Source: an optimization exercise on an open RTL-to-GDS flow (aim: small area and a short achievable clock period). Production flows keep margins and buffers that such runs may drop.
The RTL was checked by simulation tests, not by an equivalence proof against the original design.
No activity file was given, so power comes from the tool's default toggle rates.

// mips_core
module mips_core
   (
      input  logic                  i_clock,
      input  logic                  i_arst_n,
      input  logic                  i_run,
      input  logic                  i_load_en,
      input  logic [PC_W-1:0]       i_load_addr,
      input  logic [INSTR_W-1:0]    i_load_data,
      output logic [PC_W-1:0]       o_pc,
      output logic                  o_halt,
      output logic                  o_wb_en,
      output logic [REG_ADDR_W-1:0] o_wb_reg,
      output logic [DATA_W-1:0]     o_wb_data
   );
   logic [PC_W-1:0]       pc;
   logic                  halted;
   logic                  cur_wr_en;
   logic [REG_ADDR_W-1:0] cur_wr_reg;
   logic [DATA_W-1:0]     cur_op_a;       
   logic [DATA_W-1:0]     cur_op_b;
   logic                  cur_sub;
   logic                  cur_sel_and;
   logic                  cur_sel_or;
   logic                  cur_sel_slt;
   logic                  cur_halt;
   logic [PC_W-1:0]       cur_next_pc;    
   logic [7:0]            cur_fetch_hi;   
   logic [7:0]            cur_fetch_lo;   
   logic [DATA_W-1:0] result;
   logic [DATA_W-1:0] result_port;
   logic              result_zero;
   execute u_execute_1 (
      .i_op_ax   (cur_op_a),
      .i_op_b    (cur_op_b),
      .i_sub     (cur_sub),
      .i_sel_and (cur_sel_and),
      .i_sel_or  (cur_sel_or),
      .i_sel_slt (cur_sel_slt),
      .o_result      (result),
      .o_result_port (result_port)
   );
   assign result_zero = (result == '0);
   assign o_pc      = pc;
   assign o_halt    = halted;
   cell_and2 u_wb_en (.a(cur_wr_en), .b(i_run), .y(o_wb_en));
   assign o_wb_reg  = cur_wr_reg;
   assign o_wb_data = result_port;
   always_ff @(posedge i_clock or negedge i_arst_n) begin
      if (!i_arst_n) begin
         pc     <= '0;
         halted <= 1'b0;
      end else if (i_run) begin
         pc <= cur_next_pc;
         if (cur_halt) begin
            halted <= 1'b1;
  ...
==> flow/config.mk <==
export PLATFORM = sky130hd
export DESIGN_NAME = mips_core
export DESIGN_NICKNAME = mips_core
export VERILOG_FILES = /design/flow/design.v
export SDC_FILE = /design/flow/constraint.sdc
export NUM_CORES = 8
export LEC_CHECK = 0
export CAP_MARGIN = 20
export CORE_MARGIN = 2
export CORE_UTILIZATION = 52
export CTS_CLUSTER_DIAMETER = 90
export CTS_CLUSTER_SIZE = 22
export SETUP_SLACK_MARGIN = 3
export SLEW_MARGIN = 20
export SYNTH_HIERARCHICAL = 1
export SYNTH_MINIMUM_KEEP_SIZE = 0
==> flow/constraint.sdc <==
create_clock -name core_clock -period 12.5 [get_ports {i_clock}]
set_input_delay 2.5000 -clock core_clock [delete_from_list [all_inputs] [get_ports {i_clock}]]
set_output_delay 2.5000 -clock core_clock [all_outputs]
set_load 0.01 [all_outputs]
standard.sh (not shown) runs the stock make flow with config.mk's settings and CLKGATE_MAP_FILE= SYNTH_SCRIPT=/design/flow/synth_recipe.tcl, a recipe that flattens the netlist after the stock synthesis.
==> flow/flow/run.sh <==
#!/bin/bash
# Layout flow: the standard flow (standard.sh) with these changes, made for
# timing, not for what is measured:
#  - from placement on, the setup margin that timing repair aims for is
#    raised, so the resizer keeps shortening the critical paths below the
#    clock period (the floorplan's repair, before any wire is known, keeps the
#    margin of config.mk);
#  - ports are buffered with sky130_fd_sc_hd__buf_4 instead of the default
#    cell, so that repair can size them like any other buffer;
#  - the pins i_run and o_wb_en are placed next to each other (flow/io.tcl).
# The synthesis is the standard one. Each step's output goes to its own log
# in this folder (ORFS also keeps its per-stage logs under orfs/logs).
set -euo pipefail
MARGIN=7.4
bash standard.sh synth > log_synth.txt 2>&1
sed -e "s/SETUP_SLACK_MARGIN=[^ ]*/SETUP_SLACK_MARGIN=${MARGIN}/" standard.sh > layout.sh
export BUFFER_PORTS_ARGS="-buffer_cell sky130_fd_sc_hd__buf_4"
export PRE_IO_PLACEMENT_TCL="$PWD/flow/io.tcl"
bash standard.sh floorplan > log_floorplan.txt 2>&1
bash layout.sh place > log_place.txt 2>&1
bash layout.sh cts > log_cts.txt 2>&1
bash layout.sh route > log_route.txt 2>&1
bash layout.sh finish > log_finish.txt 2>&1
==> flow/flow/io.tcl <==
# Keep i_run and o_wb_en, the ends of the one path from an input straight to
# an output, next to each other on the die's edge.
set_io_pin_constraint -pin_names {i_run o_wb_en} -group -order
Next try:
--- a/flow/flow/run.sh
+++ b/flow/flow/run.sh
@@ -14 +14 @@
-MARGIN=7.4
+MARGIN=7
=>
- non-clock buffer count shrinks by 163
- worst hold slack barely changes
- via count drops by 1.7%
- sequential power barely changes
Next try:
--- a/flow/flow/run.sh
+++ b/flow/flow/run.sh
@@ -14 +14 @@
-MARGIN=7
+MARGIN=7.6
After rerunning: Power climbs by 2.2%. Final area went up by 4.9%. Setup slack gets better by 0.25 ns.
Next try:
--- a/flow/flow/run.sh
+++ b/flow/flow/run.sh
@@ -14 +14 @@
-MARGIN=7.6
+MARGIN=7.4
--- a/flow/config.mk
+++ b/flow/config.mk
@@ -10 +10 @@
-export CORE_UTILIZATION = 52
+export CORE_UTILIZATION = 50
Maximum frequency went down by 0.36%.
Cell count stays flat.
Wire length went down by 1.6%.
Clock power hardly moves.
Next try:
--- a/flow/flow/run.sh
+++ b/flow/flow/run.sh
@@ -14 +14 @@
-MARGIN=7.4
+MARGIN=7.2
--- a/flow/config.mk
+++ b/flow/config.mk
@@ -10 +10 @@
-export CORE_UTILIZATION = 50
+export CORE_UTILIZATION = 52
Result:
- total power came out lower by 1.5%
- count of clock-buffer cells in the layout came out higher by 2
- design area came out lower by 2.4%
- synthesized area is unchanged
- global-route usage came out higher by 1.6 points
- cell count came out lower by about 1.3%
- routed wire length came out lower by 1.2%
- maximum frequency hardly moves
- setup slack is worse by 0.014 ns
- via count hardly moves
Next try:
--- a/flow/flow/run.sh
+++ b/flow/flow/run.sh
@@ -14 +14 @@
-MARGIN=7.2
+MARGIN=6.95
--- a/flow/config.mk
+++ b/flow/config.mk
@@ -12 +12 @@
-export CTS_CLUSTER_SIZE = 22
+export CTS_CLUSTER_SIZE = 25
Effect: Non-clock buffer count goes down by 45; worst setup slack gets worse by 0.30 ns; total power is lower by 0.46%; synthesized cell count is unchanged; wire length fell by 0.73%; via count falls by 0.43%; clock power hardly moves; clock skew came out lower by 0.011 ns; sequential power is about the same; area after synthesis does not change; sequential share of layout area is higher by 0.61 points.

* * *

mips_core, a different RTL version from the one above (not shown whole).
Size in the first run: ~87 I/O pins, roughly 110000 µm² of cells after synthesis.
export LEC_CHECK = 0
export CAP_MARGIN = 20
export CORE_MARGIN = 2
export CORE_UTILIZATION = 52
export CTS_CLUSTER_DIAMETER = 90
export CTS_CLUSTER_SIZE = 22
export SETUP_SLACK_MARGIN = 3
export SLEW_MARGIN = 20
export SYNTH_HIERARCHICAL = 1
export SYNTH_MINIMUM_KEEP_SIZE = 0
create_clock -name core_clock -period 12.5 [get_ports {i_clock}]
==> flow/flow/run.sh <==
#!/bin/bash
# Layout flow: the standard flow (standard.sh) with these changes, made for
# timing, not for what is measured:
#  - from placement on, the setup margin that timing repair aims for is
#    raised, so the resizer keeps shortening the critical paths below the
#    clock period (the floorplan's repair, before any wire is known, keeps the
#    margin of config.mk);
#  - ports are buffered with sky130_fd_sc_hd__buf_4 instead of the default
#    cell, so that repair can size them like any other buffer;
#  - the pins i_run and o_wb_en are placed next to each other (flow/io.tcl).
# The synthesis is the standard one. Each step's output goes to its own log
# in this folder (ORFS also keeps its per-stage logs under orfs/logs).
set -euo pipefail
MARGIN=7
bash standard.sh synth > log_synth.txt 2>&1
sed -e "s/SETUP_SLACK_MARGIN=[^ ]*/SETUP_SLACK_MARGIN=${MARGIN}/" standard.sh > layout.sh
export BUFFER_PORTS_ARGS="-buffer_cell sky130_fd_sc_hd__buf_4"
export PRE_IO_PLACEMENT_TCL="$PWD/flow/io.tcl"
bash standard.sh floorplan > log_floorplan.txt 2>&1
bash layout.sh place > log_place.txt 2>&1
bash layout.sh cts > log_cts.txt 2>&1
bash layout.sh route > log_route.txt 2>&1
bash layout.sh finish > log_finish.txt 2>&1
Scripts as last shown in full above: flow/flow/io.tcl
Then changed:
--- a/flow/flow/run.sh
+++ b/flow/flow/run.sh
@@ -4,4 +4,2 @@
-#  - from placement on, the setup margin that timing repair aims for is
-#    raised, so the resizer keeps shortening the critical paths below the
-#    clock period (the floorplan's repair, before any wire is known, keeps the
-#    margin of config.mk);
+#  - the setup margin that timing repair aims for is raised, so the resizer
+#    keeps shortening the critical paths below the clock period;
@@ -19 +17 @@
-bash standard.sh floorplan > log_floorplan.txt 2>&1
+bash layout.sh floorplan > log_floorplan.txt 2>&1
=> Wire length went up slightly; count of clock-buffer cells in the layout went up by 8; synthesized cell count stays the same; cell area went up slightly; critical path depth went up by 1; via count hardly moves; worst setup slack degrades by 8.2 ps; clock skew went up by 23 ps; synthesized area does not change.

==> re-timing with driven ports <==
No port has a modelled driver above. Below, the same layouts with a new extraction and two added sets of constraints. Step 1 assumes that a clkbuf_16 drives the clock port and a buf_2 every other input. Step 2 adds t to the input delays and takes it off the output delays; t is the mean of the earliest and latest rising clock arrival at the registers after step 1. Input paths then give back, and output paths get back, about the clock's delay inside the block. a / b / c = ideal / step 1 / step 2; a / b = the first two.
| run | shift t [ns] | setup slack, ns | worst register clock-pin slew, ns | worst slew at a driven data input, ns |
|---|---|---|---|---|
| the first run of note 1 | 0.946 | 7.076 / 6.723 / 6.084 | 0.11 / 0.11 | 0.39 |
| the second run of note 1 | 0.946 | 6.817 / 6.719 / 5.773 | 0.10 / 0.10 | 0.38 |
| the third run of note 1 | 0.950 | 7.062 / 6.691 / 6.033 | 0.10 / 0.10 | 0.42 |
| the fourth run of note 1 | 0.942 | 7.043 / 6.705 / 6.023 | 0.10 / 0.10 | 0.39 |
| the fifth run of note 1 | 0.950 | 7.029 / 6.718 / 5.981 | 0.11 / 0.11 | 0.39 |
| the sixth run of note 1 | 0.937 | 6.728 / 6.623 / 5.865 | 0.11 / 0.11 | 0.37 |
| the first run of note 2 | 0.939 | 6.776 / 6.736 / 5.899 | 0.10 / 0.10 | 0.18 |
| the second run of note 2 | 0.951 | 6.768 / 6.768 / 5.945 | 0.10 / 0.10 | 0.17 |
After both steps setup and hold are still met in every run listed. The setup slack of the fifth run of note 1, which loses most, moves by -0.311 ns with the drivers and by -1.048 ns with both steps.
